Background: an optimization exercise with open tools, aiming at small area. Do not read the settings as production practice.
In this exercise RTL edits were held to simulation tests only and were not proved equivalent to the original.
No activity file was given, so power comes from the tool's default toggle rates.

[flow/run.sh]
#!/bin/bash
set -euo pipefail
cd "$(dirname "$0")/.."
export CTS_ARGS="-sink_clustering_enable -repair_clock_nets -dont_use_dummy_load -buf_list sky130_fd_sc_hd__clkbuf_16 -sink_clustering_size 26 -sink_clustering_max_diameter 80"
bash standard.sh > standard_flow.log 2>&1
[standard.sh]
#!/bin/bash
# synth_recipe.tcl (not shown) runs the flow's synth.tcl, then flattens the netlist and writes it again
# the make line also repeats each setting of config.mk as NAME=value (left out here)
make -C /OpenROAD-flow-scripts/flow DESIGN_CONFIG=/design/flow/config.mk WORK_HOME=/design/flow/orfs CLKGATE_MAP_FILE= SYNTH_SCRIPT=/design/flow/synth_recipe.tcl "${@:-finish}"
[config.mk]
export PLATFORM = sky130hd
export DESIGN_NAME = upcoin_top
export DESIGN_NICKNAME = upcoin_top
export VERILOG_FILES = /design/flow/design.v
export SDC_FILE = /design/flow/constraint.sdc
export NUM_CORES = 4
export LEC_CHECK = 0
export CAP_MARGIN = 20
export CORE_MARGIN = 2
export CORE_UTILIZATION = 65
export CTS_BUF_LIST = sky130_fd_sc_hd__clkbuf_16
export CTS_CLUSTER_DIAMETER = 80
export CTS_CLUSTER_SIZE = 26
export SLEW_MARGIN = 20
export SYNTH_HIERARCHICAL = 1
export SYNTH_MINIMUM_KEEP_SIZE = 0
[constraint.sdc]
create_clock -name core_clock -period 10.0 [get_ports {clk}]
set_input_delay 2.0000 -clock core_clock [delete_from_list [all_inputs] [get_ports {clk}]]
set_output_delay 2.0000 -clock core_clock [all_outputs]
set_load 0.01 [all_outputs]
[design.v]
`default_nettype none
package sha256_pkg;
  localparam int word_w = 32;
  localparam int block_w = 512;
  localparam int digest_w = 256;
  localparam int digest_words = digest_w / word_w;
  localparam int num_rounds = 64;
  localparam int sched_depth = 16;
  typedef logic [word_w-1:0] word_t;
  typedef logic [block_w-1:0] block_t;
  typedef union packed {
    logic [digest_w-1:0] flat;
    word_t [0:digest_words-1] words;
  } digest_u;
  localparam logic [digest_w-1:0] hash_init =
    256'h6a09e667bb67ae853c6ef372a54ff53a510e527f9b05688c1f83d9ab5be0cd19;
  localparam logic [num_rounds*word_w-1:0] round_k = {
    32'h428a2f98, 32'h71374491, 32'hb5c0fbcf, 32'he9b5dba5, 32'h3956c25b, 32'h59f111f1,
    32'h923f82a4, 32'hab1c5ed5, 32'hd807aa98, 32'h12835b01, 32'h243185be, 32'h550c7dc3,
    32'h72be5d74, 32'h80deb1fe, 32'h9bdc06a7, 32'hc19bf174, 32'he49b69c1, 32'hefbe4786,
    32'h0fc19dc6, 32'h240ca1cc, 32'h2de92c6f, 32'h4a7484aa, 32'h5cb0a9dc, 32'h76f988da,
    32'h983e5152, 32'ha831c66d, 32'hb00327c8, 32'hbf597fc7, 32'hc6e00bf3, 32'hd5a79147,
    32'h06ca6351, 32'h14292967, 32'h27b70a85, 32'h2e1b2138, 32'h4d2c6dfc, 32'h53380d13,
    32'h650a7354, 32'h766a0abb, 32'h81c2c92e, 32'h92722c85, 32'ha2bfe8a1, 32'ha81a664b,
    32'hc24b8b70, 32'hc76c51a3, 32'hd192e819, 32'hd6990624, 32'hf40e3585, 32'h106aa070,
    32'h19a4c116, 32'h1e376c08, 32'h2748774c, 32'h34b0bcb5, 32'h391c0cb3, 32'h4ed8aa4a,
    32'h5b9cca4f, 32'h682e6ff3, 32'h748f82ee, 32'h78a5636f, 32'h84c87814, 32'h8cc70208,
    32'h90befffa, 32'ha4506ceb, 32'hbef9a3f7, 32'hc67178f2
  };
  function automatic logic [word_w-1:0] rotr(input logic [word_w-1:0] x, input integer n);
    rotr = (x >> n) | (x << (word_w - n));
  endfunction
  function automatic logic [word_w-1:0] ch(input logic [word_w-1:0] x, input logic [word_w-1:0] y, input logic [word_w-1:0] z);
    ch = (x & y) ^ (~x & z);
  endfunction
  function automatic logic [word_w-1:0] maj(input logic [word_w-1:0] x, input logic [word_w-1:0] y, input logic [word_w-1:0] z);
    maj = (x & y) ^ (x & z) ^ (y & z);
  endfunction
  function automatic logic [word_w-1:0] big_sigma0(input logic [word_w-1:0] x);
    big_sigma0 = rotr(x, 2) ^ rotr(x, 13) ^ rotr(x, 22);
  endfunction
  function automatic logic [word_w-1:0] big_sigma1(input logic [word_w-1:0] x);
    big_sigma1 = rotr(x, 6) ^ rotr(x, 11) ^ rotr(x, 25);
  endfunction
  function automatic logic [word_w-1:0] small_sigma0(input logic [word_w-1:0] x);
    small_sigma0 = rotr(x, 7) ^ rotr(x, 18) ^ (x >> 3);
  endfunction
  function automatic logic [word_w-1:0] small_sigma1(input logic [word_w-1:0] x);
    small_sigma1 = rotr(x, 17) ^ rotr(x, 19) ^ (x >> 10);
  endfunction
  function automatic logic [2*word_w-1:0] csa(input logic [word_w-1:0] x, input logic [word_w-1:0] y, input logic [word_w-1:0] z);
    csa = {x ^ y ^ z, ((x & y) | (x & z) | (y & z)) << 1};
  endfunction
  function automatic logic [word_w-1:0] add(input logic [word_w-1:0] x, input logic [word_w-1:0] y);
    logic [word_w-1:0] gg, pp;
    gg = x & y;
    pp = x ^ y;
    for (int l = 1; l < word_w; l = l * 2) begin
      for (int i = 2 * l - 1; i < word_w; i = i + 2 * l) begin
        gg[i] = gg[i] | (pp[i] & gg[i-l]);
        pp[i] = pp[i] & pp[i-l];
      end
    end
    for (int l = word_w / 4; l >= 1; l = l / 2) begin
      for (int i = 3 * l - 1; i < word_w; i = i + 2 * l) begin
        gg[i] = gg[i] | (pp[i] & gg[i-l]);
        pp[i] = pp[i] & pp[i-l];
      end
    end
    add = x ^ y ^ {gg[word_w-2:0], 1'b0};
  endfunction
  function automatic logic [word_w-1:0] add_ci(input logic [word_w-1:0] x, input logic [word_w-1:0] y, input integer bs);
    logic [word_w-1:0] s0;
    logic c, cin, t;
    cin = 1'b0;
    for (int j = 0; j < word_w; j = j + bs) begin
      c = 1'b0;
      for (int i = j; i < j + bs && i < word_w; i++) begin
        s0[i] = x[i] ^ y[i] ^ c;
        c = (x[i] & y[i]) | (c & (x[i] ^ y[i]));
      end
      t = 1'b1;
      for (int i = j; i < j + bs && i < word_w; i++) begin
        add_ci[i] = s0[i] ^ (cin & t);
        t = t & s0[i];
      end
      cin = c | (cin & t);
    end
  endfunction
endpackage
`default_nettype wire
`default_nettype none
module sha256_csa (
  input  sha256_pkg::word_t x,
  input  sha256_pkg::word_t y,
  input  sha256_pkg::word_t z,
  output sha256_pkg::word_t s,
  output sha256_pkg::word_t c
);
  assign s = x ^ y ^ z;
  assign c = (x & y) | (x & z) | (y & z);
endmodule
`default_nettype wire
`default_nettype none
module upcoin_top (
  input  logic clk,
  input  logic block_load,
  input  logic sck,
  input  logic sdi,
  output logic sdo,
  output logic done
);
  logic        sck_s1, sck_s2;
  logic        sdi_s1;
  logic        sck_rise, sck_fall;
  logic [3:0]  p;          
  logic        run;        
  logic [2:0]  rev;        
  logic [8:0]  cnt;        
  logic [1:0]  pc;         
  logic [2:0]  pb;         
  logic        nb;         
  logic        nb_d;
  sha256_pkg::word_t win [0:15];
  sha256_pkg::word_t a, b, c, d, e, f, g, h;
  assign sck_rise = sck_s1 & ~sck_s2;
  assign sck_fall = ~sck_s1 & sck_s2;
  always_ff @(posedge clk or negedge block_load) begin
    if (!block_load) begin
      sck_s1 <= 1'b0;
      sck_s2 <= 1'b0;
    end else begin
      sck_s1 <= sck;
      sck_s2 <= sck_s1;
    end
  end
  logic round, sched, fin, init;
  logic ins, ins_last, accept;
  logic [1:0] pc_left;
  logic [9:0] cnt_next;
  logic       finish, pre_finish;
  assign init  = ~run & ~done;
  assign round = run & ~rev[2];
  assign sched = round & (rev[1:0] != 2'd3);
  assign fin   = run & rev[2] & ~p[3];
  assign accept   = sck_rise & ~((cnt[8:5] == 4'd15) & ({1'b0, cnt[4:0]} + {4'd0, pc} >= 6'd32));
  assign ins      = init & (p == cnt[8:5]) & pc[1];
  assign finish     = run & rev[2] & (p == 4'd8);
  assign pre_finish = run & rev[2] & (p == 4'd7);
  assign cnt_next   = {1'b0, cnt} + {8'd0, ins, (done & sck_fall) | pre_finish};
  assign ins_last = ins & cnt_next[9];
  assign pc_left  = ins ? {1'b0, pc[0]} : pc;
  always_ff @(posedge clk or negedge block_load) begin
    if (!block_load) begin
      p    <= '0;
      run  <= 1'b0;
      rev  <= '0;
      cnt  <= '0;
      pc   <= '0;
      done <= 1'b0;
      sdo  <= 1'b0;
    end else begin
      p   <= p + 4'd1;
      cnt <= cnt_next[8:0];
      pc  <= pc_left + {1'b0, accept};
      if (ins_last) run <= 1'b1;
      if (run) begin
        if (p == 4'd15) rev <= rev + 3'd1;
        if (finish) begin
          run  <= 1'b0;
          done <= 1'b1;
          sdo  <= a[31];
        end
      end
      if (done && sck_fall) sdo <= nb_d;
    end
  end
  always_ff @(posedge clk) begin
    sdi_s1 <= sdi;
    nb     <= nb_d;
    if (ins) pb[0] <= pb[2];
    if (accept) pb[pc_left] <= sdi_s1;
  end
  assign nb_d = (p[2:0] + cnt[7:5] == 3'd0) ? a[~cnt[4:0]] : nb;
  sha256_pkg::word_t next_word, ins_word, win_in;
  sha256_pkg::word_t n2_w, n4_w, v1_w, m2_w, q2_w, e2_w, a2_w, a4_w;
  sha256_pkg::word_t n1, n2, n3, n4;
  sha256_csa csa_n1_i (.x(sha256_pkg::small_sigma1(win[14])), .y(win[9]), .z(sha256_pkg::small_sigma0(win[1])), .s(n1), .c(n2_w));
  assign n2 = {n2_w[30:0], 1'b0};
  sha256_csa csa_n3_i (.x(n1), .y(n2), .z(win[0]), .s(n3), .c(n4_w));
  assign n4 = {n4_w[30:0], 1'b0};
  assign next_word = sha256_pkg::add_ci(n3, n4, 11);
  assign ins_word  = {win[0][29:0], pb[0], pb[1]};
  assign win_in    = sched ? next_word : (ins ? ins_word : win[0]);
  always_ff @(posedge clk) begin
    for (int i = 0; i < 15; i++) win[i] <= win[i+1];
    win[15] <= win_in;
  end
  sha256_pkg::word_t kc, dg, u1, v1, m1, m2, q1, q2, e1, e2, a1, a2, a3, a4;
  sha256_pkg::word_t a_rnd, a_in, e_in;
  sha256_pkg::word_t kt;
  logic [2:0] hi;
  wire [5:0] t = {rev[1:0], p};
  wire t0=t[0], t1=t[1], t2=t[2], t3=t[3], t4=t[4], t5=t[5];
  wire new_n39, new_n40, new_n41, new_n42, new_n43, new_n44, new_n45,
    new_n46, new_n47, new_n48, new_n49, new_n50, new_n51, new_n52, new_n53,
    new_n54, new_n55, new_n56, new_n57, new_n58, new_n59, new_n60, new_n61,
    new_n62, new_n63, new_n64, new_n65, new_n66, new_n67, new_n68, new_n69,
    new_n70, new_n71, new_n72, new_n73, new_n74, new_n75, new_n76, new_n77,
    new_n78, new_n79, new_n80, new_n81, new_n82, new_n84, new_n85, new_n86,
    new_n87, new_n88, new_n89, new_n90, new_n91, new_n92, new_n93, new_n94,
    new_n95, new_n96, new_n97, new_n98, new_n99, new_n100, new_n101,
    new_n102, new_n103, new_n104, new_n105, new_n106, new_n107, new_n108,
    new_n109, new_n110, new_n111, new_n112, new_n113, new_n114, new_n116,
    new_n117, new_n118, new_n119, new_n120, new_n121, new_n122, new_n123,
    new_n124, new_n125, new_n126, new_n127, new_n128, new_n129, new_n130,
    new_n131, new_n132, new_n133, new_n134, new_n135, new_n136, new_n137,
    new_n138, new_n139, new_n140, new_n141, new_n142, new_n143, new_n145,
    new_n146, new_n147, new_n148, new_n149, new_n150, new_n151, new_n152,
    new_n153, new_n154, new_n155, new_n156, new_n157, new_n158, new_n159,
    new_n160, new_n161, new_n162, new_n163, new_n164, new_n165, new_n167,
    new_n168, new_n169, new_n170, new_n171, new_n172, new_n173, new_n174,
    new_n175, new_n176, new_n177, new_n178, new_n179, new_n180, new_n181,
    new_n182, new_n183, new_n184, new_n185, new_n186, new_n187, new_n189,
    new_n190, new_n191, new_n192, new_n193, new_n194, new_n195, new_n196,
    new_n197, new_n198, new_n199, new_n200, new_n201, new_n202, new_n203,
    new_n204, new_n206, new_n207, new_n208, new_n209, new_n210, new_n211,
    new_n212, new_n213, new_n214, new_n215, new_n216, new_n217, new_n218,
    new_n219, new_n220, new_n221, new_n222, new_n223, new_n224, new_n226,
    new_n227, new_n228, new_n229, new_n230, new_n231, new_n232, new_n233,
    new_n234, new_n235, new_n236, new_n237, new_n238, new_n239, new_n240,
    new_n241, new_n242, new_n243, new_n245, new_n246, new_n247, new_n248,
    new_n249, new_n250, new_n251, new_n252, new_n253, new_n254, new_n255,
    new_n256, new_n257, new_n258, new_n259, new_n260, new_n261, new_n262,
    new_n263, new_n264, new_n265, new_n267, new_n268, new_n269, new_n270,
    new_n271, new_n272, new_n273, new_n274, new_n275, new_n276, new_n277,
    new_n278, new_n279, new_n280, new_n281, new_n283, new_n284, new_n285,
    new_n286, new_n287, new_n288, new_n289, new_n290, new_n291, new_n292,
    new_n293, new_n294, new_n295, new_n296, new_n297, new_n298, new_n300,
    new_n301, new_n302, new_n303, new_n304, new_n305, new_n306, new_n307,
    new_n308, new_n309, new_n310, new_n311, new_n312, new_n313, new_n314,
    new_n316, new_n317, new_n318, new_n319, new_n320, new_n321, new_n322,
    new_n323, new_n324, new_n325, new_n326, new_n327, new_n328, new_n329,
    new_n330, new_n331, new_n333, new_n334, new_n335, new_n336, new_n337,
    new_n338, new_n339, new_n340, new_n341, new_n342, new_n343, new_n344,
    new_n345, new_n346, new_n347, new_n348, new_n349, new_n351, new_n352,
    new_n353, new_n354, new_n355, new_n356, new_n357, new_n358, new_n359,
    new_n360, new_n361, new_n362, new_n363, new_n364, new_n366, new_n367,
    new_n368, new_n369, new_n370, new_n371, new_n372, new_n373, new_n374,
    new_n375, new_n376, new_n377, new_n378, new_n379, new_n381, new_n382,
    new_n383, new_n384, new_n385, new_n386, new_n387, new_n388, new_n389,
    new_n390, new_n391, new_n392, new_n393, new_n394, new_n395, new_n396,
    new_n398, new_n399, new_n400, new_n401, new_n402, new_n403, new_n404,
    new_n405, new_n406, new_n407, new_n408, new_n409, new_n410, new_n411,
    new_n413, new_n414, new_n415, new_n416, new_n417, new_n418, new_n419,
    new_n420, new_n421, new_n422, new_n423, new_n424, new_n425, new_n426,
    new_n428, new_n429, new_n430, new_n431, new_n432, new_n433, new_n434,
    new_n435, new_n436, new_n437, new_n438, new_n439, new_n440, new_n441,
    new_n442, new_n443, new_n444, new_n446, new_n447, new_n448, new_n449,
    new_n450, new_n451, new_n452, new_n453, new_n454, new_n455, new_n456,
    new_n458, new_n459, new_n460, new_n461, new_n462, new_n463, new_n464,
    new_n465, new_n466, new_n467, new_n468, new_n469, new_n470, new_n471,
    new_n473, new_n474, new_n475, new_n476, new_n477, new_n478, new_n479,
    new_n480, new_n481, new_n482, new_n483, new_n484, new_n485, new_n486,
    new_n487, new_n489, new_n490, new_n491, new_n492, new_n493, new_n494,
    new_n495, new_n496, new_n497, new_n498, new_n499, new_n500, new_n502,
    new_n503, new_n504, new_n505, new_n506, new_n507, new_n508, new_n509,
    new_n510, new_n511, new_n513, new_n514, new_n515, new_n516, new_n517,
    new_n518, new_n519, new_n521, new_n522, new_n523, new_n524, new_n525,
    new_n526, new_n527, new_n528, new_n529, new_n530, new_n531, new_n533,
    new_n534, new_n535, new_n536, new_n537, new_n538, new_n539, new_n540,
    new_n541, new_n542, new_n543, new_n544, new_n546, new_n547, new_n548,
    new_n549, new_n550, new_n551, new_n552, new_n553, new_n555, new_n556,
    new_n557, new_n558, new_n559, new_n560, new_n561, new_n562, new_n563,
    new_n564, new_n565, new_n567, new_n568, new_n569, new_n570, new_n571,
    new_n572, new_n573, new_n574, new_n575, new_n576, new_n577, new_n578,
    new_n580, new_n581, new_n582, new_n583, new_n584, new_n585, new_n586,
    new_n587, new_n588, new_n589;
  assign new_n39 = t1  & t2 ;
  assign new_n40 = ~t1  & ~t2 ;
  assign new_n41 = ~new_n39 & ~new_n40;
  assign new_n42 = ~t0  & ~new_n41;
  assign new_n43 = ~t3  & ~new_n42;
  assign new_n44 = t0  & ~t2 ;
  assign new_n45 = t3  & new_n44;
  assign new_n46 = t0  & t2 ;
  assign new_n47 = t3  & ~new_n46;
  assign new_n48 = ~t0  & ~t2 ;
  assign new_n49 = t1  & ~new_n48;
  assign new_n50 = new_n47 & new_n49;
  assign new_n51 = ~new_n45 & ~new_n50;
  assign new_n52 = ~t4  & new_n51;
  assign new_n53 = ~new_n43 & new_n52;
  assign new_n54 = t2  & t3 ;
  assign new_n55 = t4  & ~new_n54;
  assign new_n56 = ~t1  & ~t3 ;
  assign new_n57 = ~t0  & new_n56;
  assign new_n58 = t0  & t3 ;
  assign new_n59 = ~new_n57 & ~new_n58;
  assign new_n60 = new_n55 & new_n59;
  assign new_n61 = ~t5  & ~new_n60;
  assign new_n62 = ~new_n53 & new_n61;
  assign new_n63 = t0  & ~t1 ;
  assign new_n64 = ~t0  & t1 ;
  assign new_n65 = ~new_n63 & ~new_n64;
  assign new_n66 = ~t2  & ~new_n65;
  assign new_n67 = ~t0  & t2 ;
  assign new_n68 = ~t3  & ~new_n67;
  assign new_n69 = ~new_n66 & new_n68;
  assign new_n70 = t1  & new_n48;
  assign new_n71 = new_n47 & ~new_n70;
  assign new_n72 = ~t4  & ~new_n71;
  assign new_n73 = ~new_n69 & new_n72;
  assign new_n74 = ~t3  & ~new_n63;
  assign new_n75 = ~new_n48 & new_n74;
  assign new_n76 = t1  & ~t2 ;
  assign new_n77 = t3  & ~new_n76;
  assign new_n78 = ~new_n65 & new_n77;
  assign new_n79 = t4  & ~new_n78;
  assign new_n80 = ~new_n75 & new_n79;
  assign new_n81 = t5  & ~new_n80;
  assign new_n82 = ~new_n73 & new_n81;
  assign kt[0]  = new_n62 | new_n82;
  assign new_n84 = ~t2  & new_n65;
  assign new_n85 = new_n68 & ~new_n84;
  assign new_n86 = ~t5  & ~new_n85;
  assign new_n87 = ~t1  & t2 ;
  assign new_n88 = t3  & ~new_n67;
  assign new_n89 = new_n65 & new_n88;
  assign new_n90 = ~new_n87 & ~new_n89;
  assign new_n91 = new_n86 & new_n90;
  assign new_n92 = t5  & ~new_n77;
  assign new_n93 = ~new_n44 & ~new_n76;
  assign new_n94 = new_n92 & ~new_n93;
  assign new_n95 = ~new_n91 & ~new_n94;
  assign new_n96 = t4  & ~new_n95;
  assign new_n97 = ~t4  & ~t5 ;
  assign new_n98 = t2  & ~t3 ;
  assign new_n99 = ~t1  & ~new_n46;
  assign new_n100 = ~new_n98 & new_n99;
  assign new_n101 = ~t0  & t3 ;
  assign new_n102 = new_n39 & ~new_n101;
  assign new_n103 = t0  & ~t3 ;
  assign new_n104 = ~new_n102 & ~new_n103;
  assign new_n105 = ~new_n100 & new_n104;
  assign new_n106 = new_n97 & ~new_n105;
  assign new_n107 = t2  & ~new_n65;
  assign new_n108 = ~new_n44 & ~new_n107;
  assign new_n109 = ~t3  & ~new_n108;
  assign new_n110 = ~new_n66 & new_n109;
  assign new_n111 = ~t4  & t5 ;
  assign new_n112 = ~new_n45 & new_n111;
  assign new_n113 = ~new_n110 & new_n112;
  assign new_n114 = ~new_n106 & ~new_n113;
  assign kt[1]  = ~new_n96 & new_n114;
  assign new_n116 = t1  & t3 ;
  assign new_n117 = ~new_n54 & ~new_n116;
  assign new_n118 = new_n65 & ~new_n117;
  assign new_n119 = t4  & ~new_n118;
  assign new_n120 = t0  & t4 ;
  assign new_n121 = new_n56 & new_n120;
  assign new_n122 = t2  & ~new_n64;
  assign new_n123 = ~new_n121 & ~new_n122;
  assign new_n124 = new_n119 & new_n123;
  assign new_n125 = ~new_n39 & new_n103;
  assign new_n126 = ~t3  & ~new_n125;
  assign new_n127 = new_n54 & ~new_n65;
  assign new_n128 = ~new_n126 & ~new_n127;
  assign new_n129 = ~t4  & ~new_n128;
  assign new_n130 = t5  & ~new_n129;
  assign new_n131 = ~new_n124 & new_n130;
  assign new_n132 = ~t1  & new_n48;
  assign new_n133 = ~t3  & ~new_n132;
  assign new_n134 = ~new_n46 & new_n133;
  assign new_n135 = t4  & ~t5 ;
  assign new_n136 = ~new_n58 & new_n135;
  assign new_n137 = ~new_n134 & new_n136;
  assign new_n138 = ~new_n44 & ~new_n117;
  assign new_n139 = t1  & ~t3 ;
  assign new_n140 = ~t5  & ~new_n139;
  assign new_n141 = ~t4  & new_n140;
  assign new_n142 = ~new_n138 & new_n141;
  assign new_n143 = ~new_n137 & ~new_n142;
  assign kt[2]  = ~new_n131 & new_n143;
  assign new_n145 = t3  & ~new_n39;
  assign new_n146 = t4  & ~new_n70;
  assign new_n147 = new_n145 & new_n146;
  assign new_n148 = ~t3  & ~new_n65;
  assign new_n149 = t5  & ~new_n148;
  assign new_n150 = ~new_n44 & ~new_n67;
  assign new_n151 = ~t1  & t3 ;
  assign new_n152 = ~new_n150 & new_n151;
  assign new_n153 = new_n149 & ~new_n152;
  assign new_n154 = ~new_n147 & new_n153;
  assign new_n155 = t3  & new_n66;
  assign new_n156 = ~t3  & ~new_n48;
  assign new_n157 = ~new_n40 & new_n156;
  assign new_n158 = new_n135 & ~new_n157;
  assign new_n159 = ~new_n155 & new_n158;
  assign new_n160 = new_n145 & new_n150;
  assign new_n161 = ~t0  & ~t3 ;
  assign new_n162 = ~new_n39 & new_n161;
  assign new_n163 = new_n97 & ~new_n162;
  assign new_n164 = ~new_n160 & new_n163;
  assign new_n165 = ~new_n159 & ~new_n164;
  assign kt[3]  = ~new_n154 & new_n165;
  assign new_n167 = ~t2  & t3 ;
  assign new_n168 = ~new_n64 & new_n167;
  assign new_n169 = t4  & ~new_n168;
  assign new_n170 = t3  & new_n63;
  assign new_n171 = ~new_n148 & ~new_n170;
  assign new_n172 = new_n169 & new_n171;
  assign new_n173 = ~new_n39 & new_n58;
  assign new_n174 = t2  & new_n139;
  assign new_n175 = ~t4  & ~new_n174;
  assign new_n176 = ~new_n173 & new_n175;
  assign new_n177 = ~new_n42 & new_n176;
  assign new_n178 = t5  & ~new_n177;
  assign new_n179 = ~new_n172 & new_n178;
  assign new_n180 = ~new_n46 & new_n139;
  assign new_n181 = new_n52 & ~new_n180;
  assign new_n182 = t4  & ~new_n76;
  assign new_n183 = ~t3  & ~new_n39;
  assign new_n184 = ~new_n58 & ~new_n183;
  assign new_n185 = new_n182 & new_n184;
  assign new_n186 = ~t5  & ~new_n185;
  assign new_n187 = ~new_n181 & new_n186;
  assign kt[4]  = ~new_n179 & ~new_n187;
  assign new_n189 = ~t5  & ~new_n138;
  assign new_n190 = ~new_n110 & new_n189;
  assign new_n191 = ~t2  & new_n63;
  assign new_n192 = new_n88 & ~new_n191;
  assign new_n193 = new_n149 & ~new_n192;
  assign new_n194 = ~t4  & ~new_n193;
  assign new_n195 = ~new_n190 & new_n194;
  assign new_n196 = ~new_n48 & new_n77;
  assign new_n197 = ~new_n107 & new_n196;
  assign new_n198 = t2  & new_n56;
  assign new_n199 = ~t5  & ~new_n198;
  assign new_n200 = ~new_n197 & new_n199;
  assign new_n201 = new_n65 & new_n156;
  assign new_n202 = new_n92 & ~new_n201;
  assign new_n203 = t4  & ~new_n202;
  assign new_n204 = ~new_n200 & new_n203;
  assign kt[5]  = new_n195 | new_n204;
  assign new_n206 = ~new_n70 & ~new_n87;
  assign new_n207 = ~new_n46 & new_n206;
  assign new_n208 = ~t3  & ~new_n207;
  assign new_n209 = ~new_n64 & ~new_n117;
  assign new_n210 = ~t4  & ~new_n209;
  assign new_n211 = ~new_n208 & new_n210;
  assign new_n212 = ~new_n121 & ~new_n211;
  assign new_n213 = ~t5  & ~new_n212;
  assign new_n214 = t4  & t5 ;
  assign new_n215 = ~t3  & ~new_n99;
  assign new_n216 = ~new_n44 & new_n215;
  assign new_n217 = new_n214 & ~new_n216;
  assign new_n218 = ~new_n77 & new_n217;
  assign new_n219 = ~new_n39 & ~new_n66;
  assign new_n220 = new_n88 & ~new_n219;
  assign new_n221 = ~new_n40 & new_n162;
  assign new_n222 = new_n111 & ~new_n221;
  assign new_n223 = ~new_n220 & new_n222;
  assign new_n224 = ~new_n218 & ~new_n223;
  assign kt[6]  = ~new_n213 & new_n224;
  assign new_n226 = t2  & ~new_n59;
  assign new_n227 = new_n87 & new_n161;
  assign new_n228 = ~t4  & ~new_n227;
  assign new_n229 = new_n77 & ~new_n122;
  assign new_n230 = ~new_n228 & ~new_n229;
  assign new_n231 = ~new_n226 & new_n230;
  assign new_n232 = ~new_n197 & new_n228;
  assign new_n233 = ~t5  & ~new_n232;
  assign new_n234 = ~new_n231 & new_n233;
  assign new_n235 = ~new_n84 & ~new_n107;
  assign new_n236 = new_n47 & ~new_n235;
  assign new_n237 = t5  & ~new_n236;
  assign new_n238 = ~new_n44 & new_n68;
  assign new_n239 = ~t4  & ~new_n238;
  assign new_n240 = new_n237 & new_n239;
  assign new_n241 = ~new_n45 & ~new_n202;
  assign new_n242 = new_n214 & ~new_n241;
  assign new_n243 = ~new_n240 & ~new_n242;
  assign kt[7]  = ~new_n234 & new_n243;
  assign new_n245 = ~t3  & new_n48;
  assign new_n246 = ~new_n76 & ~new_n245;
  assign new_n247 = ~t1  & new_n54;
  assign new_n248 = ~new_n58 & ~new_n247;
  assign new_n249 = t0  & new_n87;
  assign new_n250 = new_n248 & ~new_n249;
  assign new_n251 = new_n246 & new_n250;
  assign new_n252 = ~new_n55 & ~new_n251;
  assign new_n253 = t4  & ~new_n170;
  assign new_n254 = ~new_n122 & new_n253;
  assign new_n255 = ~t5  & ~new_n254;
  assign new_n256 = ~new_n252 & new_n255;
  assign new_n257 = t1  & new_n47;
  assign new_n258 = ~new_n134 & ~new_n257;
  assign new_n259 = ~t4  & ~new_n258;
  assign new_n260 = t4  & ~new_n192;
  assign new_n261 = t1  & new_n46;
  assign new_n262 = new_n156 & ~new_n261;
  assign new_n263 = new_n260 & ~new_n262;
  assign new_n264 = t5  & ~new_n263;
  assign new_n265 = ~new_n259 & new_n264;
  assign kt[8]  = ~new_n256 & ~new_n265;
  assign new_n267 = ~t4  & ~new_n229;
  assign new_n268 = ~new_n74 & new_n267;
  assign new_n269 = ~new_n40 & new_n47;
  assign new_n270 = t4  & ~new_n191;
  assign new_n271 = ~new_n269 & new_n270;
  assign new_n272 = ~new_n268 & ~new_n271;
  assign new_n273 = ~t5  & ~new_n272;
  assign new_n274 = ~new_n71 & new_n217;
  assign new_n275 = ~new_n41 & new_n103;
  assign new_n276 = ~t1  & ~new_n101;
  assign new_n277 = ~new_n275 & new_n276;
  assign new_n278 = new_n64 & new_n167;
  assign new_n279 = new_n111 & ~new_n278;
  assign new_n280 = ~new_n277 & new_n279;
  assign new_n281 = ~new_n274 & ~new_n280;
  assign kt[9]  = ~new_n273 & new_n281;
  assign new_n283 = t1  & new_n68;
  assign new_n284 = ~t4  & ~new_n283;
  assign new_n285 = ~new_n78 & new_n284;
  assign new_n286 = new_n43 & ~new_n249;
  assign new_n287 = t4  & ~new_n247;
  assign new_n288 = ~new_n286 & new_n287;
  assign new_n289 = ~new_n285 & ~new_n288;
  assign new_n290 = t5  & ~new_n289;
  assign new_n291 = t3  & ~new_n93;
  assign new_n292 = new_n135 & ~new_n291;
  assign new_n293 = ~new_n84 & new_n183;
  assign new_n294 = new_n292 & ~new_n293;
  assign new_n295 = ~new_n41 & new_n68;
  assign new_n296 = new_n97 & ~new_n269;
  assign new_n297 = ~new_n295 & new_n296;
  assign new_n298 = ~new_n294 & ~new_n297;
  assign kt[10]  = ~new_n290 & new_n298;
  assign new_n300 = new_n71 & ~new_n87;
  assign new_n301 = ~new_n245 & ~new_n300;
  assign new_n302 = t4  & ~new_n301;
  assign new_n303 = ~new_n48 & new_n116;
  assign new_n304 = ~new_n191 & ~new_n303;
  assign new_n305 = ~new_n226 & new_n304;
  assign new_n306 = ~t4  & ~new_n305;
  assign new_n307 = t5  & ~new_n306;
  assign new_n308 = ~new_n302 & new_n307;
  assign new_n309 = new_n119 & ~new_n126;
  assign new_n310 = new_n47 & ~new_n64;
  assign new_n311 = ~new_n245 & ~new_n310;
  assign new_n312 = new_n284 & new_n311;
  assign new_n313 = ~t5  & ~new_n312;
  assign new_n314 = ~new_n309 & new_n313;
  assign kt[11]  = new_n308 | new_n314;
  assign new_n316 = ~t2  & new_n139;
  assign new_n317 = t4  & ~new_n316;
  assign new_n318 = t3  & new_n108;
  assign new_n319 = ~new_n40 & new_n318;
  assign new_n320 = new_n317 & ~new_n319;
  assign new_n321 = ~new_n50 & new_n228;
  assign new_n322 = t5  & ~new_n321;
  assign new_n323 = ~new_n320 & new_n322;
  assign new_n324 = new_n88 & new_n219;
  assign new_n325 = ~new_n120 & ~new_n317;
  assign new_n326 = ~new_n324 & ~new_n325;
  assign new_n327 = ~new_n40 & new_n125;
  assign new_n328 = new_n284 & ~new_n327;
  assign new_n329 = new_n248 & new_n328;
  assign new_n330 = ~t5  & ~new_n329;
  assign new_n331 = ~new_n326 & new_n330;
  assign kt[12]  = new_n323 | new_n331;
  assign new_n333 = ~t3  & ~new_n235;
  assign new_n334 = new_n41 & new_n88;
  assign new_n335 = ~new_n333 & ~new_n334;
  assign new_n336 = ~t4  & ~new_n335;
  assign new_n337 = ~t2  & ~new_n139;
  assign new_n338 = ~new_n161 & ~new_n337;
  assign new_n339 = ~new_n63 & new_n146;
  assign new_n340 = ~new_n338 & new_n339;
  assign new_n341 = ~new_n336 & ~new_n340;
  assign new_n342 = t5  & ~new_n341;
  assign new_n343 = t4  & ~new_n151;
  assign new_n344 = ~new_n85 & new_n343;
  assign new_n345 = new_n47 & ~new_n84;
  assign new_n346 = ~t4  & ~new_n156;
  assign new_n347 = ~new_n345 & new_n346;
  assign new_n348 = ~t5  & ~new_n347;
  assign new_n349 = ~new_n344 & new_n348;
  assign kt[13]  = ~new_n342 & ~new_n349;
  assign new_n351 = new_n41 & new_n156;
  assign new_n352 = new_n237 & ~new_n351;
  assign new_n353 = new_n140 & new_n207;
  assign new_n354 = t4  & ~new_n353;
  assign new_n355 = ~new_n352 & new_n354;
  assign new_n356 = ~new_n40 & new_n161;
  assign new_n357 = ~t4  & ~new_n356;
  assign new_n358 = t5  & ~new_n310;
  assign new_n359 = new_n357 & new_n358;
  assign new_n360 = ~new_n47 & ~new_n49;
  assign new_n361 = ~new_n248 & ~new_n360;
  assign new_n362 = new_n97 & ~new_n361;
  assign new_n363 = ~new_n286 & new_n362;
  assign new_n364 = ~new_n359 & ~new_n363;
  assign kt[14]  = ~new_n355 & new_n364;
  assign new_n366 = ~t0  & new_n174;
  assign new_n367 = ~t4  & ~new_n366;
  assign new_n368 = ~new_n318 & new_n367;
  assign new_n369 = ~t0  & new_n77;
  assign new_n370 = t4  & ~new_n369;
  assign new_n371 = ~new_n333 & new_n370;
  assign new_n372 = ~new_n368 & ~new_n371;
  assign new_n373 = t5  & ~new_n372;
  assign new_n374 = ~new_n215 & new_n253;
  assign new_n375 = t3  & new_n150;
  assign new_n376 = ~new_n180 & new_n357;
  assign new_n377 = ~new_n375 & new_n376;
  assign new_n378 = ~new_n374 & ~new_n377;
  assign new_n379 = ~t5  & ~new_n378;
  assign kt[15]  = ~new_n373 & ~new_n379;
  assign new_n381 = t3  & new_n39;
  assign new_n382 = ~new_n183 & ~new_n381;
  assign new_n383 = ~new_n40 & new_n382;
  assign new_n384 = t0  & ~new_n383;
  assign new_n385 = new_n184 & ~new_n338;
  assign new_n386 = ~new_n384 & ~new_n385;
  assign new_n387 = ~t4  & ~new_n386;
  assign new_n388 = ~new_n109 & new_n370;
  assign new_n389 = ~t5  & ~new_n388;
  assign new_n390 = ~new_n387 & new_n389;
  assign new_n391 = ~t2  & new_n56;
  assign new_n392 = new_n111 & ~new_n391;
  assign new_n393 = ~new_n160 & new_n392;
  assign new_n394 = t5  & new_n169;
  assign new_n395 = new_n304 & new_n394;
  assign new_n396 = ~new_n393 & ~new_n395;
  assign kt[16]  = ~new_n390 & new_n396;
  assign new_n398 = ~new_n257 & new_n328;
  assign new_n399 = ~new_n98 & new_n317;
  assign new_n400 = ~new_n361 & new_n399;
  assign new_n401 = ~new_n398 & ~new_n400;
  assign new_n402 = ~t5  & ~new_n401;
  assign new_n403 = ~t4  & ~new_n101;
  assign new_n404 = new_n150 & new_n151;
  assign new_n405 = ~new_n76 & ~new_n404;
  assign new_n406 = new_n403 & ~new_n405;
  assign new_n407 = new_n47 & new_n65;
  assign new_n408 = t4  & ~new_n275;
  assign new_n409 = ~new_n407 & new_n408;
  assign new_n410 = t5  & ~new_n409;
  assign new_n411 = ~new_n406 & new_n410;
  assign kt[17]  = new_n402 | new_n411;
  assign new_n413 = ~t4  & ~new_n245;
  assign new_n414 = new_n237 & new_n413;
  assign new_n415 = new_n68 & ~new_n275;
  assign new_n416 = ~new_n44 & new_n415;
  assign new_n417 = ~new_n220 & ~new_n416;
  assign new_n418 = new_n97 & ~new_n417;
  assign new_n419 = ~new_n125 & new_n135;
  assign new_n420 = ~new_n404 & new_n419;
  assign new_n421 = ~t3  & ~new_n76;
  assign new_n422 = ~new_n63 & new_n421;
  assign new_n423 = new_n270 & ~new_n422;
  assign new_n424 = new_n358 & new_n423;
  assign new_n425 = ~new_n420 & ~new_n424;
  assign new_n426 = ~new_n418 & new_n425;
  assign kt[18]  = ~new_n414 & new_n426;
  assign new_n428 = new_n90 & new_n93;
  assign new_n429 = ~new_n152 & ~new_n428;
  assign new_n430 = new_n267 & ~new_n429;
  assign new_n431 = t4  & ~new_n184;
  assign new_n432 = ~t3  & ~new_n206;
  assign new_n433 = new_n431 & ~new_n432;
  assign new_n434 = ~new_n430 & ~new_n433;
  assign new_n435 = t5  & ~new_n434;
  assign new_n436 = ~new_n201 & ~new_n391;
  assign new_n437 = new_n135 & ~new_n303;
  assign new_n438 = ~new_n89 & new_n437;
  assign new_n439 = new_n436 & new_n438;
  assign new_n440 = ~new_n133 & ~new_n167;
  assign new_n441 = ~new_n39 & new_n97;
  assign new_n442 = ~new_n303 & new_n441;
  assign new_n443 = ~new_n440 & new_n442;
  assign new_n444 = ~new_n439 & ~new_n443;
  assign kt[19]  = ~new_n435 & new_n444;
  assign new_n446 = ~new_n138 & new_n346;
  assign new_n447 = ~new_n227 & new_n421;
  assign new_n448 = new_n169 & ~new_n447;
  assign new_n449 = ~t5  & ~new_n448;
  assign new_n450 = ~new_n446 & new_n449;
  assign new_n451 = new_n68 & new_n206;
  assign new_n452 = ~t4  & ~new_n151;
  assign new_n453 = ~new_n451 & new_n452;
  assign new_n454 = new_n55 & ~new_n262;
  assign new_n455 = t5  & ~new_n454;
  assign new_n456 = ~new_n453 & new_n455;
  assign kt[20]  = new_n450 | new_n456;
  assign new_n458 = ~t4  & ~new_n41;
  assign new_n459 = ~new_n403 & ~new_n458;
  assign new_n460 = ~new_n109 & ~new_n459;
  assign new_n461 = ~new_n71 & new_n246;
  assign new_n462 = new_n343 & ~new_n461;
  assign new_n463 = ~new_n460 & ~new_n462;
  assign new_n464 = ~t5  & ~new_n463;
  assign new_n465 = ~new_n89 & ~new_n316;
  assign new_n466 = new_n239 & new_n465;
  assign new_n467 = ~new_n152 & ~new_n381;
  assign new_n468 = t4  & ~new_n451;
  assign new_n469 = new_n467 & new_n468;
  assign new_n470 = ~new_n466 & ~new_n469;
  assign new_n471 = t5  & ~new_n470;
  assign kt[21]  = ~new_n464 & ~new_n471;
  assign new_n473 = ~new_n117 & ~new_n150;
  assign new_n474 = t4  & ~new_n473;
  assign new_n475 = ~new_n208 & new_n474;
  assign new_n476 = ~t4  & ~new_n127;
  assign new_n477 = ~new_n432 & new_n476;
  assign new_n478 = ~t5  & ~new_n477;
  assign new_n479 = ~new_n475 & new_n478;
  assign new_n480 = ~new_n99 & ~new_n139;
  assign new_n481 = new_n146 & ~new_n480;
  assign new_n482 = new_n98 & ~new_n99;
  assign new_n483 = ~new_n67 & new_n116;
  assign new_n484 = ~t4  & ~new_n483;
  assign new_n485 = ~new_n482 & new_n484;
  assign new_n486 = t5  & ~new_n485;
  assign new_n487 = ~new_n481 & new_n486;
  assign kt[22]  = new_n479 | new_n487;
  assign new_n489 = t4  & ~new_n47;
  assign new_n490 = ~new_n333 & new_n489;
  assign new_n491 = ~new_n132 & ~new_n247;
  assign new_n492 = new_n367 & new_n491;
  assign new_n493 = t5  & ~new_n492;
  assign new_n494 = ~new_n490 & new_n493;
  assign new_n495 = ~t4  & ~new_n196;
  assign new_n496 = ~new_n415 & new_n495;
  assign new_n497 = ~new_n88 & ~new_n327;
  assign new_n498 = new_n287 & ~new_n497;
  assign new_n499 = ~t5  & ~new_n498;
  assign new_n500 = ~new_n496 & new_n499;
  assign kt[23]  = new_n494 | new_n500;
  assign new_n502 = ~new_n43 & ~new_n303;
  assign new_n503 = new_n97 & ~new_n502;
  assign new_n504 = ~new_n69 & new_n431;
  assign new_n505 = new_n467 & new_n504;
  assign new_n506 = ~t5  & ~new_n505;
  assign new_n507 = ~t4  & new_n41;
  assign new_n508 = ~new_n150 & new_n507;
  assign new_n509 = t5  & ~new_n161;
  assign new_n510 = ~new_n508 & new_n509;
  assign new_n511 = ~new_n506 & ~new_n510;
  assign kt[24]  = new_n503 | new_n511;
  assign new_n513 = new_n357 & new_n467;
  assign new_n514 = new_n149 & ~new_n381;
  assign new_n515 = ~new_n111 & ~new_n514;
  assign new_n516 = ~new_n513 & ~new_n515;
  assign new_n517 = new_n97 & new_n429;
  assign new_n518 = new_n86 & new_n474;
  assign new_n519 = ~new_n517 & ~new_n518;
  assign kt[25]  = ~new_n516 & new_n519;
  assign new_n521 = new_n76 & new_n346;
  assign new_n522 = ~new_n139 & ~new_n209;
  assign new_n523 = ~new_n497 & new_n522;
  assign new_n524 = t4  & ~new_n523;
  assign new_n525 = ~new_n521 & ~new_n524;
  assign new_n526 = ~t5  & ~new_n525;
  assign new_n527 = ~new_n50 & ~new_n360;
  assign new_n528 = new_n111 & ~new_n527;
  assign new_n529 = ~new_n152 & new_n214;
  assign new_n530 = ~new_n422 & new_n529;
  assign new_n531 = ~new_n528 & ~new_n530;
  assign kt[26]  = new_n526 | ~new_n531;
  assign new_n533 = new_n51 & ~new_n421;
  assign new_n534 = t4  & ~new_n533;
  assign new_n535 = new_n66 & new_n403;
  assign new_n536 = ~new_n534 & ~new_n535;
  assign new_n537 = t5  & ~new_n536;
  assign new_n538 = ~new_n403 & ~new_n507;
  assign new_n539 = ~new_n198 & ~new_n201;
  assign new_n540 = ~new_n538 & new_n539;
  assign new_n541 = ~new_n148 & ~new_n198;
  assign new_n542 = new_n169 & new_n541;
  assign new_n543 = ~t5  & ~new_n542;
  assign new_n544 = ~new_n540 & new_n543;
  assign kt[27]  = new_n537 | new_n544;
  assign new_n546 = ~new_n174 & new_n260;
  assign new_n547 = new_n72 & new_n541;
  assign new_n548 = ~new_n546 & ~new_n547;
  assign new_n549 = ~t5  & ~new_n548;
  assign new_n550 = ~new_n182 & ~new_n338;
  assign new_n551 = t2  & new_n120;
  assign new_n552 = ~new_n550 & ~new_n551;
  assign new_n553 = t5  & ~new_n552;
  assign kt[28]  = ~new_n549 & ~new_n553;
  assign new_n555 = ~new_n286 & ~new_n459;
  assign new_n556 = new_n292 & new_n436;
  assign new_n557 = ~new_n555 & ~new_n556;
  assign new_n558 = ~t5  & ~new_n557;
  assign new_n559 = new_n67 & ~new_n116;
  assign new_n560 = ~new_n267 & ~new_n559;
  assign new_n561 = ~new_n56 & ~new_n560;
  assign new_n562 = ~new_n67 & ~new_n139;
  assign new_n563 = new_n343 & new_n562;
  assign new_n564 = ~new_n561 & ~new_n563;
  assign new_n565 = t5  & ~new_n564;
  assign kt[29]  = ~new_n558 & ~new_n565;
  assign new_n567 = ~new_n257 & new_n458;
  assign new_n568 = ~new_n41 & new_n88;
  assign new_n569 = t4  & ~new_n482;
  assign new_n570 = ~new_n568 & new_n569;
  assign new_n571 = ~new_n567 & ~new_n570;
  assign new_n572 = t5  & ~new_n571;
  assign new_n573 = new_n287 & ~new_n447;
  assign new_n574 = new_n65 & ~new_n156;
  assign new_n575 = ~t4  & ~new_n125;
  assign new_n576 = ~new_n574 & new_n575;
  assign new_n577 = ~new_n573 & ~new_n576;
  assign new_n578 = ~t5  & ~new_n577;
  assign kt[30]  = ~new_n572 & ~new_n578;
  assign new_n580 = ~new_n382 & new_n403;
  assign new_n581 = t4  & new_n117;
  assign new_n582 = t5  & ~new_n581;
  assign new_n583 = ~new_n580 & new_n582;
  assign new_n584 = ~t1  & ~new_n88;
  assign new_n585 = ~new_n291 & ~new_n584;
  assign new_n586 = ~t4  & ~new_n585;
  assign new_n587 = ~new_n337 & new_n343;
  assign new_n588 = ~t5  & ~new_n587;
  assign new_n589 = ~new_n586 & new_n588;
  assign kt[31]  = new_n583 | new_n589;
  assign hi = 3'd3 - p[2:0];
  always_comb begin
    if (round)            kc = kt;
    else if (init || fin) kc = sha256_pkg::hash_init[32*(3'd7 - hi) +: 32];
    else                  kc = '0;
  end
  assign dg = init ? '0 : d;
  sha256_csa csa_u1_i (.x(sha256_pkg::big_sigma1(e)), .y(sha256_pkg::ch(e, f, g)), .z(win[0]), .s(u1), .c(v1_w));
  assign v1 = {v1_w[30:0], 1'b0};
  sha256_csa csa_m1_i (.x(h), .y(u1), .z(v1), .s(m1), .c(m2_w));
  assign m2 = {m2_w[30:0], 1'b0};
  sha256_csa csa_q1_i (.x(m1 & {32{round}}), .y(m2 & {32{round}}), .z(kc), .s(q1), .c(q2_w));
  assign q2 = {q2_w[30:0], 1'b0};
  sha256_csa csa_e1_i (.x(dg), .y(q1), .z(q2), .s(e1), .c(e2_w));
  assign e2 = {e2_w[30:0], 1'b0};
  sha256_csa csa_a1_i (.x(q1), .y(q2), .z(sha256_pkg::big_sigma0(a)), .s(a1), .c(a2_w));
  assign a2 = {a2_w[30:0], 1'b0};
  sha256_csa csa_a3_i (.x(a1), .y(a2), .z(sha256_pkg::maj(a, b, c)), .s(a3), .c(a4_w));
  assign a4 = {a4_w[30:0], 1'b0};
  assign e_in  = sha256_pkg::add_ci(e1, e2, 8);
  assign a_rnd = sha256_pkg::add(a3, a4);
  assign a_in  = round ? a_rnd : h;
  always_ff @(posedge clk) begin
    a <= a_in;
    b <= a;
    c <= b;
    d <= c;
    e <= e_in;
    f <= e;
    g <= f;
    h <= g;
  end
endmodule
`default_nettype wire
==> results of run 1 <==
[modules after synthesis, one instance, submodules excluded]
module | area [um^2] | cells
sha256_csa | 641 | 32
upcoin_top | 27700 | 2371
[cell usage in the layout (no fill, tap or decap), types with 11 or more instances in the layout]
cell type  count
o22ai_1       16
a31oi_1       16
nand2b_1      19
xnor2_1      272
mux2_2        34
a21oi_1       70
dfrtp_1       22
xor2_1        35
clkbuf_16     40
nand3_1       28
inv_1        113
nor2b_1       42
maj3_1        32
nor2_1        67
and2_1        68
mux4_2        11
a211oi_1      17
fa_1         326
a21o_1        13
o221ai_1      11
dfxtp_1      771
nand2_1      154
o21ai_0      104
ha_1          75
nor3_1        16
mux2i_1       28
o211ai_1      13
buf_4         32
[cell type report]
| cell class | instances | area share |
|---|---|---|
| Clock buffer | 40 | 0.0289 |
| Timing Repair Buffer | 37 | 0.00824 |
| Inverter | 117 | 0.0127 |
| Multi-Input combinational cell | 1617 | 0.462 |
| Sequential cell | 796 | 0.464 |
| Tap cell | 672 | 0.0243 |
[worst max-delay path: cells and delay by family (launching register included)]
| family | cells | cell delay, ps |
|---|---|---|
| buf+inv | 4 | 680 |
| flops | 1 | 360 |
| xor+xnor | 1 | 120 |
| compound gates | 6 | 1480 |
| simple gates | 4 | 950 |
| fa+ha+maj | 10 | 4330 |
[flip-flops by register name, summed over array words and instances, names as in the netlist, 2 cells and up]
signal	cells
e	32
d	32
pc	2
g	32
f	32
pb	3
rev	3
c	32
b	32
p	4
cnt	9
h	32
a	32
win	512
[through the flow]
stage	cells	hold WS [ps]
floorplan	2632	310
CTS	3279	289
global placement	3239	310
detailed placement	3239	312
finish	3279	288
global route	3279	288
[where the power goes]
part / total, mW / switching [mW] / internal (mW)
combinational: 0.170 / 0.0858 / 0.0843
clock: 1.68 / 0.963 / 0.716
sequential: 3.24 / 0.0376 / 3.20
total: 5.09 / 1.09 / 4.00
[worst min-delay path by stage]
stage | cells after the start | end | start | slack (ps)
2_1_floorplan | 0 | win[10][0]$_DFF_P_ | win[11][0]$_DFF_P_ | 310
3_3_place_gp | 0 | win[14][12]$_DFF_P_ | win[15][12]$_DFF_P_ | 310
3_5_place_dp | 0 | win[10][20]$_DFF_P_ | win[11][20]$_DFF_P_ | 310
4_1_cts | 0 | win[10][1]$_DFF_P_ | win[11][1]$_DFF_P_ | 290
5_1_grt | 0 | g[0]$_DFF_P_ | f[0]$_DFF_P_ | 290
6_report | 0 | g[0]$_DFF_P_ | f[0]$_DFF_P_ | 290
[layer usage]
metal	part of all wire	vias to the layer above
met4	0.058	0
met1	0.39	10200
met5	0	-
met3	0.096	263
li1	-	8554
met2	0.45	1032
[kinds of logic (layout without fill, tap and decap cells)]
group | count (synthesis) | count (layout) | synth area share
buffers and inverters | 219 | 194 | 0.0255
AO/OA/AOI/OAI | 343 | 343 | 0.0682
other | 1 | 6 | 0.000114
flip-flops | 796 | 796 | 0.489
XOR/XNOR | 307 | 307 | 0.0818
adder cells (fa/ha/maj) | 433 | 433 | 0.237
multiplexers | 73 | 73 | 0.0277
AND/OR/NAND/NOR | 455 | 455 | 0.0707
==> results.py, run 1 <==
metrics = {
    "synthesis": {
        "yosys_warnings": 9,
        "yosysSeqAreaShare": 0.489,
        "synth_enable_flop_cells": 2,
        "synth_area_per_cell_um2": 12.5,
        "synth_cell_types": 83,
        "synth.ff_latch_count": 796,
        "ys_top_cells_by_count": "771 x dfxtp_1, 326 x fa_1, 272 x xnor2_1",
        "async_reset_ff_frac": 0.0289,
        "syn_inst": 2627,
        "synth_top_area_cell": "dfxtp_1",
        "ys.flop_type": "dfxtp_1",
        "syn_area_um2": 32900,
        "yosys-top-cells-area": "dfxtp_1 47%, fa_1 20%, xnor2_1 7.2%, ha_1 2.9%, nand2_1 1.8%",
        "yosysMostFrequentCell": "dfxtp_1",
        "synth_top_area_frac": 0.470,
    },
    "grt": {
        "use_met3": 0.0776,
        "antenna_found_initial": 3,
        "grt_pass1_vias": 21400,
        "overflow": 0,
        "grt_use_total": 0.365,
        "grt_use_met1": 0.490,
        "grt-busiest-layer": "met2",
        "grt_max_degree": 65,
        "grt_pass1_wl_um": 139000,
        "grt.met2_usage": 0.567,
    },
    "worst_setup_path": {
        "r2r_slack_ps": 2030,
        "start_kind": "flop",
        "worstPathArrival_ps": 8440,
        "crit_type": "reg2reg",
        "slowest_delay_ps": 800,
        "r2r_end": "e[31]$_DFF_P_",
        "cp-end-kind": "flop",
        "crit_start": "p[0]$_DFF_PN0_",
        "crit_path_frequent_cell": "fa_1",
        "timing.rr.start": "p[0]$_DFF_PN0_",
        "reg2reg_depth": 25,
        "slowest_stage": "ha_1",
        "crit_fanout": 15,
        "crit_end": "e[31]$_DFF_P_",
        "required_ps": 10480,
    },
    "placed_design": {
        "pre_cts_ws_ps": 2090,
        "dpl-instance-area_um2": 33600,
        "dp_hpwl_um": 70900,
        "finalWeightedCongestion": 1.02,
        "port_buffers": 5,
    },
    "clock_tree": {
        "clk_pin_slew_ps": 100,
        "cts_buffer_depth": 3,
        "clk_latency_ps": 600,
        "cts_hold_buf": 0,
        "cts_resized": 0,
        "clock-sinks": 796,
        "root_buffer": "clkbuf_16",
        "htreeDepth": 2,
        "cts_tree": "yes",
        "cts_inserted_buffers": 40,
        "postCtsSetupBuffers": 0,
    },
    "cells_and_area": {
        "final_layout_size_suffix_gt1_frac": 0.0556,
        "diodes": 0,
        "fin_nets": 3014,
        "multi_input_area_um2": 16000,
        "register_area_um2": 16100,
        "fin_util": 0.692,
        "syn_to_final_growth_pct": 5.38,
        "layout.filler_cells": 3606,
        "final_cell_area_um2": 34600,
    },
    "floorplan": {
        "start_util": 0.656,
        "core_um2": 50100,
        "io_pins": 6,
        "rows": 82,
        "die_area_um2": 52400,
        "fp.dieW_um": 229,
        "die_y_um": 229,
    },
    "power": {
        "p_leak_nw": 14.0,
        "total_power_mw": 5.09,
        "max-vdd-ir-drop_mv": 0.181,
        "p_per_area_nw_per_um2": 147,
    },
    "sta": {
        "slew_headroom": 0.292,
        "fmax_mhz": 126,
        "clock_skew_ps": 102,
        "min_period_ps": 7970,
        "final-max-slew-violation-count": 0,
        "fin_crit_sh": 0.797,
        "rsz0062_at_grt": "no",
        "tightest_slew_ps": 1050,
        "worst_slack_ps": 2030,
        "hold_violations": 0,
        "tns_ps": 0,
        "setup-violations-final": 0,
    },
    "detailed_routing": {
        "via_per_inst": 6.12,
        "drc_errors": 0,
        "dr.pass1.iters": 5,
        "antenna_left": 0,
        "drt_iter0_markers": 2147,
        "routed_wl_um": 92800,
        "wire_per_inst_um": 28.3,
        "dr_total_vias": 20100,
    },
    "worst_hold_path": {
        "hold_class": "reg2reg",
    },
    "status": {
        "status": "complete, no violations",
    },
    "flow_run": {
        "drv_cap": 0,
    },
}
==> run 2, diff against run 1 <==
--- a/design.v
+++ b/design.v
@@ -190,5 +190,5 @@
   sha256_csa csa_n3_i (.x(n1), .y(n2), .z(win[0]), .s(n3), .c(n4_w));
   assign n4 = {n4_w[30:0], 1'b0};
-  assign next_word = sha256_pkg::add_ci(n3, n4, 11);
+  assign next_word = sha256_pkg::add_ci(n3, n4, 16);
   assign ins_word  = {win[0][29:0], pb[0], pb[1]};
   assign win_in    = sched ? next_word : (ins ? ins_word : win[0]);
@@ -848,5 +848,5 @@
   sha256_csa csa_a3_i (.x(a1), .y(a2), .z(sha256_pkg::maj(a, b, c)), .s(a3), .c(a4_w));
   assign a4 = {a4_w[30:0], 1'b0};
-  assign e_in  = sha256_pkg::add_ci(e1, e2, 8);
+  assign e_in  = sha256_pkg::add_ci(e1, e2, 11);
   assign a_rnd = sha256_pkg::add(a3, a4);
   assign a_in  = round ? a_rnd : h;
==> run 2 against run 1 <==
Net effect: synthesized cell count shrank 0.99%; non-clock buffer count grew 6; global-route usage shrank 0.28 points; fmax shrank 11%; utilization is essentially flat; worst hold slack gained 17 ps; first-iteration DRC count grew 5.2%; clock skew grew 20 ps; total power shrank 0.21%; count of clock-buffer cells in the layout is the same; clock power is essentially flat; design area shrank 0.34%; critical path type unchanged; critical endpoint unchanged; largest cell class unchanged.
==> results.py, run 2 <==
metrics = {
    "status": {
        "status": "complete, no violations",
    },
    "synthesis": {
        "synth_enable_flop_cells": 2,
        "ys_top_cells_by_count": "771 x dfxtp_1, 328 x fa_1, 273 x xnor2_1",
        "synth_top_area_cell": "dfxtp_1",
        "synth_top_area_frac": 0.472,
        "synth-xor-area-share": 0.0817,
        "yosys-top-cells-area": "dfxtp_1 47%, fa_1 20%, xnor2_1 7.3%, ha_1 2.7%, nand2_1 1.9%",
        "ys.flop_type": "dfxtp_1",
        "syn_inst": 2601,
        "synthSimpleGateAreaFrac": 0.0663,
        "synth_top_family_by_area": "adder cells",
        "synth_area_per_cell_um2": 12.6,
        "yosysMostFrequentCell": "dfxtp_1",
        "yosys_warnings": 9,
        "syn_area_um2": 32700,
        "async_reset_ff_frac": 0.0289,
        "synthAdderAreaFrac": 0.238,
        "synth_cell_types": 80,
        "yosysSeqAreaShare": 0.492,
        "synth_compound_area_frac": 0.0652,
        "synth.area.mux_share": 0.0326,
        "synth.ff_latch_count": 796,
    },
    "floorplan": {
        "rows": 82,
        "die_y_um": 228,
        "die_area_um2": 52100,
        "fp.dieW_um": 228,
        "start_util": 0.655,
        "io_pins": 6,
        "core_um2": 49900,
    },
    "cells_and_area": {
        "fin_util": 0.692,
        "regMostFlops": "win",
        "final_cell_area_um2": 34500,
        "diodes": 0,
        "fin_nets": 2996,
        "layout_commonest_cell": "dfxtp_1",
        "mostFrequentLayoutCells": "771 x dfxtp_1, 328 x fa_1, 273 x xnor2_1",
        "final_layout_size_suffix_gt1_frac": 0.0509,
        "largest_reg_flops": 512,
        "syn_to_final_growth_pct": 5.59,
    },
    "placed_design": {
        "port_buffers": 5,
        "finalWeightedCongestion": 0.991,
        "dpl-instance-area_um2": 33500,
        "dp_hpwl_um": 71400,
        "pre_cts_ws_ps": 971,
    },
    "sta": {
        "hold_violations": 0,
        "min_period_ps": 8950,
        "setup-violations-final": 0,
        "fin_crit_sh": 0.895,
        "clock_skew_ps": 122,
        "tns_ps": 0,
        "worst_slack_ps": 1050,
        "final-max-slew-violation-count": 0,
        "slew_headroom": 0.266,
        "fmax_mhz": 112,
        "rsz0062_at_grt": "no",
        "tightest_slew_ps": 1100,
    },
    "power": {
        "p_leak_nw": 14.1,
        "max-vdd-ir-drop_mv": 0.216,
        "p_per_area_nw_per_um2": 147,
    },
    "clock_tree": {
        "htreeDepth": 2,
        "cts_buffer_depth": 3,
        "clk_latency_ps": 620,
        "clk_pin_slew_ps": 100,
        "postCtsSetupBuffers": 0,
        "root_buffer": "clkbuf_16",
        "clock-sinks": 796,
        "cts_inserted_buffers": 40,
        "cts_tree": "yes",
        "cts_hold_buf": 0,
        "cts_resized": 0,
    },
    "flow_run": {
        "drv_cap": 0,
    },
    "detailed_routing": {
        "dr.pass1.iters": 6,
        "antenna_left": 0,
        "drc_errors": 0,
        "drt_iter0_markers": 2259,
        "dr_total_vias": 19900,
        "routed_wl_um": 92400,
        "via_per_inst": 6.09,
        "wire_per_inst_um": 28.3,
    },
    "worst_setup_path": {
        "start_kind": "flop",
        "slowest_delay_ps": 700,
        "r2r_slack_ps": 1050,
        "slowest_stage": "dfrtp_1",
        "crit_path_frequent_cell": "fa_1",
        "cp-end-kind": "flop",
        "crit_family": "adder cells",
        "crit_buf_inv": 3,
        "worstPathArrival_ps": 9420,
        "crit_fanout": 16,
        "crit_type": "reg2reg",
        "required_ps": 10480,
    },
    "worst_hold_path": {
        "hold_class": "reg2reg",
    },
    "grt": {
        "antenna_found_initial": 4,
        "overflow": 0,
        "grt_use_total": 0.363,
        "grt_pass1_wl_um": 137000,
        "grt_pass1_vias": 21100,
        "grt_max_degree": 61,
    },
}
==> run 2: changes by cell type in the layout (fill, tap and decap cells not counted), sizes merged, moves of 5 or more <==
| cell | delta |
|---|---|
| nand2 | +9 |
| nor2 | -9 |
| nor2b | +9 |
| a21o | +5 |
| nand3 | -10 |
| o41ai | -5 |
| and2 | -7 |
| or3 | -9 |
| a211oi | -11 |
| mux2i | +12 |
| a21oi | -8 |
| o21ai | +13 |
| buf | +6 |
==> run 2: final timing paths <==
kind,start,endpoint,cells past startpoint
max in group asynchronous,block_load,p[3]$_DFF_PN0_,1
min in group asynchronous,block_load,pc[0]$_DFF_PN0_,1
worst max register to register,p[2]$_DFF_PN0_,e[31]$_DFF_P_,27
worst min-delay path,win[12][31]$_DFF_P_,win[11][31]$_DFF_P_,0
worst max-delay path,p[2]$_DFF_PN0_,e[31]$_DFF_P_,27
worst min register to register,win[12][31]$_DFF_P_,win[11][31]$_DFF_P_,0
==> run 2: per-stage QoR <==
stage / cells / total power [mW] / hold slack (ps)
2_1_floorplan: 2606 / 3.43 / 310
3_5_place_dp: 3223 / 3.48 / 312
6_report: 3263 / 5.08 / 305
4_1_cts: 3263 / 5.09 / 299
5_1_grt: 3263 / 5.22 / 307
3_3_place_gp: 3222 / 3.47 / 310
==> run 2: routing by layer <==
layer  share of wire  up-vias  GRT usage  routed length (um)
met2            0.46     1023      0.580               42900
met1            0.39    10200      0.477               35800
li1                -     8451          -                   -
met3           0.096      250     0.0831                8840
met4           0.053        2      0.160                4880
met5         0.00014        -          0                  13
==> run 2: layout make-up <==
cell class | instances | area [um^2]
Timing Repair Buffer | 43 | 327
Multi-Input combinational cell | 1602 | 15900
Clock buffer | 40 | 1000
Fill cell | 3480 | 15400
Sequential cell | 796 | 16100
Tap cell | 672 | 841
Inverter | 110 | 414
==> run 2: worst reg2reg max path, cell delays in order (launching register included) <==
cell and delay (ps):
dfrtp_1 700, buf_4 290, ha_1 460, nand2b_1 370, o21ai_0 140, o22ai_1 260, o21a_1 170, o21ai_1 140
fa_1 570, fa_1 590, fa_1 170, inv_1 50, fa_1 370, fa_1 390, fa_1 390, fa_1 400
fa_1 400, fa_1 400, fa_1 400, fa_1 370, inv_1 70, fa_1 190, nor4b_1 280, nand3b_1 190
a2111oi_2 580, and3_1 330, nand2b_1 100, xnor2_1 130
==> run 2: cells by family (layout without fill, tap and decap cells) <==
logic type                 count (synthesis)  count (layout)
and+or+nand+nor                          437             437
buffers and inverters                    208             193
DFF                                      796             796
other                                      1               6
AOI/OAI and AO/OA                        337             337
adders and majority gates                431             431
muxes                                     86              86
xor gates and xnor gates                 305             305
==> run 2: Yosys stat by module (local to each module, per instance) <==
module	cell area (um^2)	copies in the design	flip-flops and latches
sha256_csa	641	8	0
upcoin_top	27600	1	796
==> run 2: power by group <==
group          internal, mW  switching, mW  leakage (nW)
clock network         0.716          0.953         0.493
registers              3.20         0.0368          6.67
logic                0.0859         0.0850          6.89
==> run 3, diff against run 2 <==
==> flow/run.sh (replaced) <==
#!/bin/bash
set -euo pipefail
cd "$(dirname "$0")/.."
export CTS_ARGS="-sink_clustering_enable -repair_clock_nets -dont_use_dummy_load -buf_list sky130_fd_sc_hd__clkbuf_16 -sink_clustering_size 30 -sink_clustering_max_diameter 70"
bash standard.sh > standard_flow.log 2>&1
--- a/config.mk
+++ b/config.mk
@@ -10,6 +10,6 @@
 export CORE_UTILIZATION = 65
 export CTS_BUF_LIST = sky130_fd_sc_hd__clkbuf_16
-export CTS_CLUSTER_DIAMETER = 80
-export CTS_CLUSTER_SIZE = 26
+export CTS_CLUSTER_DIAMETER = 70
+export CTS_CLUSTER_SIZE = 30
 export SLEW_MARGIN = 20
 export SYNTH_HIERARCHICAL = 1
==> run 3 against run 2 <==
Net effect: register-to-register slack worse by 60 ps; final cell count about the same; clock skew down 7.5 ps; combinational power about the same; design area down 0.14%; sequential share of layout area up 0.068 points; die area unchanged; critical path depth up 1; sequential power about the same; via count down 0.53%; largest power group unchanged.
==> results.py, run 3 <==
metrics = {
    "clock_tree": {
        "cts_resized": 0,
        "root_buffer": "clkbuf_16",
        "cts_hold_buf": 0,
        "cts_tree": "yes",
        "cts_buffer_depth": 3,
        "htreeDepth": 2,
    },
    "grt": {
        "overflow": 0,
        "grt_pass1_vias": 21100,
        "grt_max_degree": 61,
        "grt_use_total": 0.364,
        "grt_use_met1": 0.479,
        "grt.met2_usage": 0.582,
        "use_met3": 0.0781,
        "grt-busiest-layer": "met2",
    },
    "worst_setup_path": {
        "slowest_delay_ps": 720,
        "crit_cells": 28,
        "reg2reg_depth": 28,
        "worstPathArrival_ps": 9480,
        "timing.rr.start": "p[2]$_DFF_PN0_",
        "r2r_slack_ps": 990,
        "r2r_end": "e[31]$_DFF_P_",
        "cp-end-kind": "flop",
        "crit_buf_inv": 3,
        "start_kind": "flop",
    },
    "synthesis": {
        "ys.flop_type": "dfxtp_1",
        "synth.ff_latch_count": 796,
        "yosys_warnings": 9,
        "synth_area_per_cell_um2": 12.6,
        "async_reset_ff_frac": 0.0289,
        "synth_top_area_frac": 0.472,
        "synth_cell_types": 80,
        "syn_inst": 2601,
        "syn_area_um2": 32700,
        "synth_top_area_cell": "dfxtp_1",
        "synth_enable_flop_cells": 2,
    },
    "power": {
        "combPwrFrac": 0.034,
        "total_power_mw": 5.03,
        "p_per_area_nw_per_um2": 146,
        "power_frac_clock": 0.323,
        "intPower_mw": 3.97,
        "net-switching-power_mw": 1.06,
        "sw_frac_of_total": 0.211,
        "sequentialPowerShare": 0.644,
    },
    "cells_and_area": {
        "fin_nets": 2994,
        "mostFrequentLayoutCells": "771 x dfxtp_1, 328 x fa_1, 273 x xnor2_1",
        "largest_reg_flops": 512,
        "final_cells": 3261,
        "final_layout_size_suffix_gt1_frac": 0.0502,
        "final_cell_area_um2": 34500,
        "regMostFlops": "win",
    },
    "status": {
        "status": "complete, no violations",
    },
    "worst_hold_path": {
        "hold_class": "reg2reg",
    },
    "floorplan": {
        "die_area_um2": 52100,
        "fp.dieW_um": 228,
        "core_um2": 49900,
        "io_pins": 6,
    },
    "sta": {
        "slew_headroom": 0.271,
        "setup-violations-final": 0,
        "worst_slack_ps": 994,
        "fin_crit_sh": 0.901,
        "clock_skew_ps": 114,
        "tightest_slew_ps": 1090,
        "min_period_ps": 9010,
        "fmax_mhz": 111,
        "hold_violations": 0,
        "fin_hold_ws_ps": 262,
    },
    "detailed_routing": {
        "wire_per_inst_um": 28.4,
        "via_per_inst": 6.06,
        "routed_wl_um": 92600,
    },
    "flow_run": {
        "drv_cap": 0,
    },
    "placed_design": {
        "port_buffers": 5,
    },
}
[run 3: cell counts after synthesis]
Identical to the previous run, type by type.
[run 3: layer usage]
layer | share of wire | wire, um
met1 | 0.39 | 36400
met2 | 0.47 | 43100
met3 | 0.087 | 8090
met4 | 0.054 | 5000
met5 | 0 | 0
[run 3: how the worst min path moves through the flow]
stage	to	slack [ps]	depth (start not counted)
after detailed placement	win[5][29]$_DFF_P_	310	0
after global routing	h[0]$_DFF_P_	250	0
after CTS	h[0]$_DFF_P_	260	0
after global placement	win[4][26]$_DFF_P_	310	0
after floorplan	win[10][0]$_DFF_P_	310	0
final	h[0]$_DFF_P_	260	0
[run 3: modules after synthesis (local to each module, per instance)]
| module | area (um^2) | times used | cells | flip-flops and latches |
|---|---|---|---|---|
| sha256_csa | 641 | 8 | 32 | 0 |
| upcoin_top | 27600 | 1 | 2345 | 796 |
[run 3: kinds of logic (layout without fill, tap and decap cells)]
logic type               Yosys count  count (layout)  share of synthesized area
AO/OA/AOI/OAI                    337             337                     0.0652
multiplexers                      86              86                     0.0326
flip-flops                       796             796                      0.492
other                              1               6                   0.000115
AND/OR/NAND/NOR                  437             437                     0.0663
buffers and inverters            208             191                     0.0244
XOR/XNOR                         305             305                     0.0817
adder cells (fa/ha/maj)          431             431                      0.238
[run 3: area by class of cell]
type	count	area (um^2)	share of cell area
sequential	796	16100	0.466
multi-input combinational	1602	15900	0.460
clock buffer	38	951	0.0276
tap	672	841	0.0244
inverter	110	414	0.0120
timing repair buffer	43	327	0.00948
[run 3: power groups by stage]
stage | Clock, mW | Combinational [mW] | Sequential (mW)
after global placement | 0 | 0.158 | 3.31
after global routing | 1.74 | 0.188 | 3.24
after CTS | 1.64 | 0.170 | 3.24
after detailed placement | 0 | 0.168 | 3.31
after floorplan | 0 | 0.135 | 3.29
final | 1.62 | 0.170 | 3.24

## separate check: timing with driven ports
The flow's constraints put no driver on any port. The routed layouts listed below were extracted and timed again, unchanged, in two steps. Step 1, drivers: a clkbuf_16 drives clk and a buf_2 each remaining input, both assumed. Step 2 also shifts input and output timing later by t, the mid clock arrival at the registers, as if the neighbouring blocks saw the same clock. Slacks: ideal / step 1 / step 2; pairs: ideal / step 1.
run	shift t [ns]	setup slack, ns	worst setup path after step 2	cell pins on the clock port's net
run 1	0.617	2.032 / 2.032 / 2.032	register to register	1
run 2	0.621	1.053 / 1.053 / 1.053	register to register	1
run 3	0.613	0.994 / 0.994 / 0.994	register to register	1
After both steps setup and hold are still met in every run listed.
